Source: an optimization exercise on an open RTL-to-GDS flow (aim: small area and a short achievable clock period). Production flows keep margins and buffers that such runs may drop.
Where RTL was checked, it was by simulation tests only, not by an equivalence proof against the original.
Power is estimated from default activity; no workload was simulated.

main:
Design rob_top, start of the top module:
module rob_top (
    input  logic         clk,
    input  logic         rst_n,
    input  logic         alloc_en,
    input  logic [27:0]  alloc_lanes,
    output logic [7:0]   tail_ids,
    input  logic [116:0] cdb,
    output logic [23:0]  commit_lanes,
    output logic         flush,
    output logic [31:0]  redirect_pc,
    output logic         full,
    output logic [1:0]   status
);
    localparam int N    = rob_cfg_pkg::ROB_DEPTH;
    localparam int NP   = N / 2;
    localparam int NCDB = rob_cfg_pkg::CDB_CHANNELS;
    function automatic logic [3:0] inc4(input logic [3:0] x);
        inc4 = {x[3] ^ (x[2] & x[1] & x[0]), x[2] ^ (x[1] & x[0]), x[1] ^ x[0], !x[0]};
    endfunction
    function automatic logic [3:0] dec4(input logic [3:0] x);
        dec4 = {x[3] ^ !(x[2] | x[1] | x[0]), x[2] ^ !(x[1] | x[0]), x[1] ^ !x[0], !x[0]};
    endfunction
    function automatic logic [2:0] inc3(input logic [2:0] x);
        inc3 = {x[2] ^ (x[1] & x[0]), x[1] ^ x[0], !x[0]};
    endfunction
    function automatic logic lt4(input logic [3:0] a, input logic [3:0] b);
        logic [3:0] g, p;
        g = ~a & b;
        p = ~a | b;
        lt4 = g[3] || (p[3] && g[2]) || (p[3] && p[2] && g[1]) || (p[3] && p[2] && p[1] && g[0]);
    endfunction
    logic [N-1:0]  st_na, st_nb, st_a, st_b;
    assign st_a = ~st_na;
    assign st_b = ~st_nb;
    logic [10:0]   e_d [N];     
    logic [3:0]  head;
    logic [2:0]  tail3;         
    logic [3:0]  occ;           
    logic        full_r, empty_r;
    logic        c0_r, c1_r, flush_r;
    logic [10:0] l0_r, l1_r;
    logic        mp_v;          
    logic [3:0]  mp_id;         
    logic [31:0] mp_pc;
    assign tail_ids     = {tail3, 1'b1, tail3, 1'b0};
    assign full         = full_r;
    assign status       = {full_r, empty_r};
    assign flush        = flush_r;
    assign redirect_pc  = mp_pc;
    assign commit_lanes = {c1_r, l1_r, c0_r, l0_r};
    logic [NCDB-1:0]       cv, ctk;
    logic [NCDB-1:0][3:0]  cid;
    logic [NCDB-1:0][31:0] cpc;
    logic [1:0]            la, lb, ldai;
    logic [1:0][10:0]      ld;
    always_comb begin
        for (int c = 0; c < NCDB; c++) begin
            cv[c]  = cdb[c*39 + 38];
  ...
Size: ~1600 cells after synthesis, ~280 flip-flops, ~220 I/O pins, ~0.015 mm2 of cells after synthesis.
==> flow/config.mk <==
export PLATFORM = sky130hd
export DESIGN_NAME = rob_top
export DESIGN_NICKNAME = rob_top
export VERILOG_FILES = /design/flow/design.v
export SDC_FILE = /design/flow/constraint.sdc
export NUM_CORES = 4
export LEC_CHECK = 0
export ABC_AREA = 1
export CAP_MARGIN = 20
export CORE_MARGIN = 2
export CORE_UTILIZATION = 40
export CTS_CLUSTER_DIAMETER = 80
export CTS_CLUSTER_SIZE = 30
export PLACE_DENSITY = 0.6
export SETUP_SLACK_MARGIN = 3.8
export SLEW_MARGIN = 20
==> flow/constraint.sdc <==
create_clock -name core_clock -period 7.0 [get_ports {clk}]
set_input_delay 1.4000 -clock core_clock [delete_from_list [all_inputs] [get_ports {clk}]]
set_output_delay 1.4000 -clock core_clock [all_outputs]
set_load 0.01 [all_outputs]
standard.sh (not shown) runs the stock make flow with config.mk's settings and CLKGATE_MAP_FILE= SYNTH_SCRIPT=/design/flow/synth_recipe.tcl, a recipe that flattens the netlist after the stock synthesis.
==> flow/flow/run.sh <==
#!/bin/bash
# The standard layout (standard.sh), with one change: the port buffers
# that global placement inserts are plain sky130_fd_sc_hd__buf_1 cells
# instead of the delay cells buffer_ports picks by default.
# make's full output goes to standard.log; ORFS keeps each step's log
# under orfs/logs/.
set -euo pipefail
export BUFFER_PORTS_ARGS="-buffer_cell sky130_fd_sc_hd__buf_1"
bash standard.sh > standard.log 2>&1
Inputs modified between main and the feature branch:
--- a/flow/design.v
+++ b/flow/design.v
@@ -178,19 +178,19 @@
     assign c0_n  = !clr && live0 && rdy0;
     assign c1_n  = c0_n && !mis0 && live1 && rdy1;
     always_ff @(posedge clk) begin
         c0_r    <= c0_n;
         c1_r    <= c1_n;
         flush_r <= c0_n && (mis0 || (live1 && rdy1 && mis1));
         l0_r    <= !k0 ? ds0 : ld[0];
         l1_r    <= kge2 ? ds1 : k1 ? ld[0] : ld[1];
     end
-    logic [NCDB-1:0] cmis, cmist, cmisn, cwrap, cbeat, cand, csel;
+    logic [NCDB-1:0] cmis, cmist, cmisn, cwrap, cbeat, csel;
     logic [NCDB-1:0][NCDB-1:0] cold;    
     logic            hwrap;
     logic [NCDB-1:0] cltm;
     logic [3:0][3:0] cgt, cgn;
     assign hwrap = lt4(mp_id, head);
     always_comb begin
         for (int c = 0; c < NCDB; c++) begin
             for (int g = 0; g < 4; g++) begin
                 cgt[g] = st_na[4*g +: 4] >> cid[c][1:0];
@@ -201,25 +201,24 @@
             cmis[c]  = ctk[c] ? cmist[c] : cmisn[c];
             cwrap[c] = lt4(cid[c], head);
             cltm[c]  = lt4(cid[c], mp_id);
             cbeat[c] = !mp_v || (cwrap[c] ? (hwrap && cltm[c]) : (hwrap || cltm[c]));
         end
         for (int c = 0; c < NCDB; c++)
             for (int d = 0; d < NCDB; d++)
                 cold[c][d] = cwrap[c] ? (cwrap[d] && lt4(cid[c], cid[d])) : (cwrap[d] || lt4(cid[c], cid[d]));
         for (int c = 0; c < NCDB; c++) begin
-            cand[c] = cmis[c] && cbeat[c];
-            csel[c] = cand[c];
+            csel[c] = cmis[c] && cbeat[c];
             for (int d = 0; d < NCDB; d++)
                 if (d != c) csel[c] = csel[c] && (!cmis[d] || cold[c][d]);
         end
     end
     always_ff @(posedge clk) begin
         if (clr) mp_v <= 1'b0;
         else     mp_v <= mp_v || (|cmis);
-        if (|cand) begin
+        if (|csel) begin
             mp_pc <= ({32{csel[0]}} & cpc[0]) | ({32{csel[1]}} & cpc[1]) | ({32{csel[2]}} & cpc[2]);
             mp_id <= ({4{csel[0]}} & cid[0]) | ({4{csel[1]}} & cid[1]) | ({4{csel[2]}} & cid[2]);
         end
     end
 endmodule
 `default_nettype wire
## What came out
- For the clock share of power, the feature branch came in 0.3 points lower than main did.
- Pin count of the biggest net entering global routing (the feature branch vs. main) increases by a few percent
- In the tables for main and the feature branch, clock period minus worst slack reads higher with main.
- Summary: total detailed-routing wirelength, the feature branch better than main
- Of main and the feature branch, main shows the higher final period utilization, with the feature branch below it.
- Detailed placer's ending HPWL delta (the feature branch -> main): insignificant
- Against main, the feature branch reports a worst setup slack that is higher.
- The feature branch vs main, launch point of the worst path: cdb[112] vs cdb[74]
- In the reports for main and the feature branch, the smaller worst endpoint required time belongs to the feature branch.
- Higher final non-filler cell area was reported by main, not the feature branch.
Function not checked in main: the RTL went through the layout flow alone.

========
== v7 ==
The RTL this note starts from:
==> flow/design.v <==
`timescale 1ns/1ps
`default_nettype none
package rob_cfg_pkg;
    localparam int WAY = 2;
    localparam int ROB_DEPTH    = 16;
    localparam int ROB_ID_WIDTH = 4;
    localparam int ARCH_WIDTH = 5;
    localparam int PRF_WIDTH  = 6;
    localparam int CDB_CHANNELS = 3;
    localparam int FULL_THRESHOLD = 2 * WAY;
    typedef logic [ROB_ID_WIDTH-1:0] rob_id_t;
    typedef logic [ROB_ID_WIDTH:0]   rob_ptr_t;
endpackage
`default_nettype wire
`timescale 1ns/1ps
`default_nettype none
module rob_top (
    input  logic         clk,
    input  logic         rst_n,
    input  logic         alloc_en,
    input  logic [27:0]  alloc_lanes,
    output logic [7:0]   tail_ids,
    input  logic [116:0] cdb,
    output logic [23:0]  commit_lanes,
    output logic         flush,
    output logic [31:0]  redirect_pc,
    output logic         full,
    output logic [1:0]   status
);
    localparam int N    = rob_cfg_pkg::ROB_DEPTH;
    localparam int NP   = N / 2;
    localparam int NCDB = rob_cfg_pkg::CDB_CHANNELS;
    function automatic logic [3:0] inc4(input logic [3:0] x);
        inc4 = {x[3] ^ (x[2] & x[1] & x[0]), x[2] ^ (x[1] & x[0]), x[1] ^ x[0], !x[0]};
    endfunction
    function automatic logic [3:0] dec4(input logic [3:0] x);
        dec4 = {x[3] ^ !(x[2] | x[1] | x[0]), x[2] ^ !(x[1] | x[0]), x[1] ^ !x[0], !x[0]};
    endfunction
    function automatic logic [2:0] inc3(input logic [2:0] x);
        inc3 = {x[2] ^ (x[1] & x[0]), x[1] ^ x[0], !x[0]};
    endfunction
    function automatic logic lt4(input logic [3:0] a, input logic [3:0] b);
        logic [3:0] g, p;
        g = ~a & b;
        p = ~a | b;
        lt4 = g[3] || (p[3] && g[2]) || (p[3] && p[2] && g[1]) || (p[3] && p[2] && p[1] && g[0]);
    endfunction
    logic [N-1:0]  st_na, st_nb, st_a, st_b;
    assign st_a = ~st_na;
    assign st_b = ~st_nb;
    logic [10:0]   e_d [N];     
    logic [3:0]  head;
    logic [2:0]  tail3;         
    logic [2:0]  tail3_o;       
    logic [3:0]  occ;           
    logic        full_r, empty_r;
    logic        c0_r, c1_r, flush_r;
    logic [10:0] l0_r, l1_r;
    logic        mp_v;          
    logic [3:0]  mp_id;         
    logic [31:0] mp_pc;
    assign tail_ids     = {tail3_o, 1'b1, tail3_o, 1'b0};
    assign full         = full_r;
    assign status       = {full_r, empty_r};
    assign flush        = flush_r;
    assign redirect_pc  = mp_pc;
    assign commit_lanes = {c1_r, l1_r, c0_r, l0_r};
    logic [NCDB-1:0]       cv, ctk;
    logic [NCDB-1:0][3:0]  cid;
    logic [NCDB-1:0][31:0] cpc;
    logic [1:0]            la, lb, ldai;
    logic [1:0][10:0]      ld;
    always_comb begin
        for (int c = 0; c < NCDB; c++) begin
            cv[c]  = cdb[c*39 + 38];
            cid[c] = cdb[c*39 + 34 +: 4];
            ctk[c] = cdb[c*39 + 32];
            cpc[c] = cdb[c*39 +: 32];
        end
        for (int l = 0; l < 2; l++) begin
            ld[l]   = alloc_lanes[l*14 + 3 +: 11];
            ldai[l] = alloc_lanes[l*14 + 2];
            la[l] = !alloc_lanes[l*14 + 2] && (!alloc_lanes[l*14 + 1] ||  alloc_lanes[l*14 + 0]);
            lb[l] = !alloc_lanes[l*14 + 2] && (!alloc_lanes[l*14 + 1] || !alloc_lanes[l*14 + 0]);
        end
    end
    logic       clr, acc;
    logic [3:0] hn, hn1, k, k_in;
    logic       k0, k1, kge2, kge11, kge13;
    assign clr  = !rst_n || flush_r;
    assign acc  = alloc_en && !full_r;
    assign hn   = c1_r ? inc4(inc4(head)) : c0_r ? inc4(head) : head;
    assign hn1  = inc4(hn);
    assign k    = c1_r ? dec4(dec4(occ)) : c0_r ? dec4(occ) : occ;
    assign k0    = (k == 4'd0);
    assign k1    = (k == 4'd1);
    assign kge2  = k[3] || k[2] || k[1];
    assign kge11 = k[3] && (k[2] || (k[1] && k[0]));
    assign kge13 = k[3] && k[2] && (k[1] || k[0]);
    assign k_in  = {k[3] ^ (k[2] & k[1]), k[2] ^ k[1], !k[1], k[0]};    
    always_ff @(posedge clk) begin
        if (clr) begin
            head    <= '0;
            tail3   <= '0;
            tail3_o <= '0;
            occ     <= '0;
            full_r  <= 1'b0;
            empty_r <= 1'b1;
        end else begin
            head    <= hn;
            tail3   <= acc ? inc3(tail3) : tail3;
            tail3_o <= acc ? inc3(tail3_o) : tail3_o;
            occ     <= acc ? k_in : k;
            full_r  <= acc ? kge11 : kge13;
            empty_r <= !acc && k0;
        end
    end
    logic [NCDB-1:0][N-1:0] cdec;
    logic [N-1:0]           hit;
    always_comb begin
        for (int c = 0; c < NCDB; c++)
            for (int i = 0; i < N; i++)
                cdec[c][i] = cv[c] && (cid[c] == 4'(i));
        hit = cdec[0] | cdec[1] | cdec[2];
    end
    always_ff @(posedge clk) begin
        for (int i = 0; i < N; i++) begin
            if (tail3 == 3'(i / 2)) e_d[i] <= ld[i%2];
            if (hit[i]) begin
                st_na[i] <= 1'b1;
                st_nb[i] <= 1'b1;
            end else if (tail3 == 3'(i / 2)) begin
                st_na[i] <= !la[i%2];
                st_nb[i] <= !lb[i%2];
            end
        end
    end
    logic [2:0]  pe, po;
    logic [10:0] dev, dod, ds0, ds1;
    logic        aev, bev, aod, bod, sa0, sb0, sa1, sb1;
    logic        hit0, hit1, cmis0, cmis1;
    logic        rdy0, rdy1, live0, live1, mis0, mis1, c0_n, c1_n;
    assign po  = hn[3:1];
    assign pe  = hn1[3:1];
    always_comb begin
        dev = '0; dod = '0; aev = 1'b0; bev = 1'b0; aod = 1'b0; bod = 1'b0;
        for (int p = 0; p < NP; p++) begin
            dev = dev | (e_d[2*p]   & {11{pe == 3'(p)}});
            dod = dod | (e_d[2*p+1] & {11{po == 3'(p)}});
            aev = aev | (st_a[2*p]   && pe == 3'(p));
            bev = bev | (st_b[2*p]   && pe == 3'(p));
            aod = aod | (st_a[2*p+1] && po == 3'(p));
            bod = bod | (st_b[2*p+1] && po == 3'(p));
        end
    end
    assign ds0 = hn[0] ? dod : dev;
    assign ds1 = hn[0] ? dev : dod;
    assign sa0 = hn[0] ? aod : aev;
    assign sb0 = hn[0] ? bod : bev;
    assign sa1 = hn[0] ? aev : aod;
    assign sb1 = hn[0] ? bev : bod;
    always_comb begin
        hit0 = 1'b0; hit1 = 1'b0; cmis0 = 1'b0; cmis1 = 1'b0;
        for (int c = 0; c < NCDB; c++) begin
            if (cv[c] && (cid[c] == hn)) begin
                hit0  = 1'b1;
                cmis0 = cmis0 || (ctk[c] ? (!sa0 && sb0) : (sa0 && !sb0));
            end
            if (cv[c] && (cid[c] == hn1)) begin
                hit1  = 1'b1;
                cmis1 = cmis1 || (ctk[c] ? (!sa1 && sb1) : (sa1 && !sb1));
            end
        end
    end
    assign live0 = !k0 || acc;
    assign live1 = kge2 || acc;
    assign rdy0  = !k0 ? ((!sa0 && !sb0) || hit0) : ldai[0];
    assign rdy1  = kge2 ? ((!sa1 && !sb1) || hit1) : k1 ? ldai[0] : ldai[1];
    assign mis0  = !k0 && ((mp_v && (mp_id == hn))  || cmis0);
    assign mis1  = kge2 && ((mp_v && (mp_id == hn1)) || cmis1);
    assign c0_n  = !clr && live0 && rdy0;
    assign c1_n  = c0_n && !mis0 && live1 && rdy1;
    always_ff @(posedge clk) begin
        c0_r    <= c0_n;
        c1_r    <= c1_n;
        flush_r <= c0_n && (mis0 || (live1 && rdy1 && mis1));
        l0_r    <= !k0 ? ds0 : ld[0];
        l1_r    <= kge2 ? ds1 : k1 ? ld[0] : ld[1];
    end
    logic [NCDB-1:0] cmis, cmist, cmisn, cwrap, cbeat, csel;
    logic [NCDB-1:0][NCDB-1:0] cold;    
    logic            hwrap;
    logic [NCDB-1:0] cltm;
    logic [3:0][3:0] cgt, cgn;
    assign hwrap = lt4(mp_id, head);
    always_comb begin
        for (int c = 0; c < NCDB; c++) begin
            for (int g = 0; g < 4; g++) begin
                cgt[g] = st_na[4*g +: 4] >> cid[c][1:0];
                cgn[g] = st_nb[4*g +: 4] >> cid[c][1:0];
            end
            cmist[c] = cv[c] && cgt[cid[c][3:2]][0];
            cmisn[c] = cv[c] && cgn[cid[c][3:2]][0];
            cmis[c]  = ctk[c] ? cmist[c] : cmisn[c];
            cwrap[c] = lt4(cid[c], head);
            cltm[c]  = lt4(cid[c], mp_id);
            cbeat[c] = !mp_v || (cwrap[c] ? (hwrap && cltm[c]) : (hwrap || cltm[c]));
        end
        for (int c = 0; c < NCDB; c++)
            for (int d = 0; d < NCDB; d++)
                cold[c][d] = cwrap[c] ? (cwrap[d] && lt4(cid[c], cid[d])) : (cwrap[d] || lt4(cid[c], cid[d]));
        for (int c = 0; c < NCDB; c++) begin
            csel[c] = cmis[c] && cbeat[c];
            for (int d = 0; d < NCDB; d++)
                if (d != c) csel[c] = csel[c] && (!cmis[d] || cold[c][d]);
        end
    end
    always_ff @(posedge clk) begin
        if (clr) mp_v <= 1'b0;
        else     mp_v <= mp_v || (|cmis);
        mp_pc <= ({32{csel[0]}} & cpc[0]) | ({32{csel[1]}} & cpc[1]) | ({32{csel[2]}} & cpc[2])
               | ({32{!(|csel)}} & mp_pc);
        mp_id <= ({4{csel[0]}} & cid[0]) | ({4{csel[1]}} & cid[1]) | ({4{csel[2]}} & cid[2])
               | ({4{!(|csel)}} & mp_id);
    end
endmodule
`default_nettype wire
Settings: LEC_CHECK=0, ABC_AREA=1, CAP_MARGIN=20, CORE_MARGIN=2, CORE_UTILIZATION=40, CTS_CLUSTER_DIAMETER=80, CTS_CLUSTER_SIZE=30, PLACE_DENSITY=0.6, SETUP_SLACK_MARGIN=4.1, SLEW_MARGIN=20; clock period 7.0 ns.
Scripts as last shown in full above: flow/flow/run.sh
diff inputs: v7 => v29
-- flow/design.v --
<<< v7, line 52
    logic [3:0]  head;
    logic [2:0]  tail3;         
    logic [2:0]  tail3_o;       
    logic [3:0]  occ;           
    logic        full_r, empty_r;
>>> v29, line 52
    logic [3:0]  head;
    logic [2:0]  tail3;         
    logic [3:0]  occ;           
    logic        full_r, empty_r;
<<< v7, line 60
    logic [3:0]  mp_id;         
    logic [31:0] mp_pc;
    assign tail_ids     = {tail3_o, 1'b1, tail3_o, 1'b0};
    assign full         = full_r;
    assign status       = {full_r, empty_r};
>>> v29, line 59
    logic [3:0]  mp_id;         
    logic [31:0] mp_pc;
    assign tail_ids     = {tail3, 1'b1, tail3, 1'b0};
    assign full         = full_r;
    assign status       = {full_r, empty_r};
<<< v7, line 103
            head    <= '0;
            tail3   <= '0;
            tail3_o <= '0;
            occ     <= '0;
            full_r  <= 1'b0;
>>> v29, line 102
            head    <= '0;
            tail3   <= '0;
            occ     <= '0;
            full_r  <= 1'b0;
<<< v7, line 110
            head    <= hn;
            tail3   <= acc ? inc3(tail3) : tail3;
            tail3_o <= acc ? inc3(tail3_o) : tail3_o;
            occ     <= acc ? k_in : k;
            full_r  <= acc ? kge11 : kge13;
>>> v29, line 108
            head    <= hn;
            tail3   <= acc ? inc3(tail3) : tail3;
            occ     <= acc ? k_in : k;
            full_r  <= acc ? kge11 : kge13;
--- outcome ---
Looking at the reports, v29 completed the entire flow and the layout it produced met the timing, DRC and antenna checks.
Compared v7 against v29; mean routed wirelength per cell within noise.
Register count in v29 is lower than in v7.
From v7 to v29 the numbers moved as follows: highest attainable clock frequency now smaller, data arrival at the endpoint of the critical path now larger, largest vdd supply drop now larger.
Compared with v7, in v29 overall power decreased by 0.21 mW relative to the old numbers; total instance count after detailed placement decreased by 17 relative to the old numbers; total wire length after detailed routing decreased by about 3% relative to the old numbers; number of buffers created by CTS decreased by 2 relative to the old numbers; flip-flop and latch area decreased by 60 um2 relative to the old numbers.
Looking only at post-synthesis area per instance, and setting everything else aside, the lower value of v7 and v29 goes to v7.
The met3 layer wire length in the routed design in v29 is 1.05 times that in v7.
The run showing the smaller total area of multi-input combinational cells is v29.
For v7, only the layout was checked, not whether the RTL still works.

[what the ideal ports hide]
In the flow no input, the clock included, has a driving cell. The finished layouts below were timed again as built, in two steps. Step 1 (the two cells are an assumption about what drives the block):
set clk [get_ports {clk}]
set_driving_cell -lib_cell sky130_fd_sc_hd__clkbuf_16 $clk
set_driving_cell -lib_cell sky130_fd_sc_hd__buf_2 [delete_from_list [all_inputs] $clk]
Step 2, shift: input delay + t, output delay - t, t = (earliest + latest rising clock arrival at the registers) / 2. This alone moves slack from input paths to output paths. a / b / c = ideal / step 1 / step 2; a / b = the first two.
| run | t, ns | setup slack, ns | worst setup path at the end | cell pins on the clock port's net |
|---|---|---|---|---|
| main | 0.578 | 3.753 / 3.758 / 3.180 | input to register | 1 |
| the feature branch | 0.571 | 3.836 / 3.834 / 3.264 | input to register | 1 |
| v7 | 0.577 | 3.994 / 3.992 / 3.415 | input to register | 1 |
| v29 | 0.575 | 3.942 / 3.939 / 3.365 | input to register | 1 |
After both steps setup and hold are still met in every run listed. The setup slack of v7, which loses most, moves by -0.002 ns with the drivers and by -0.579 ns with both steps.
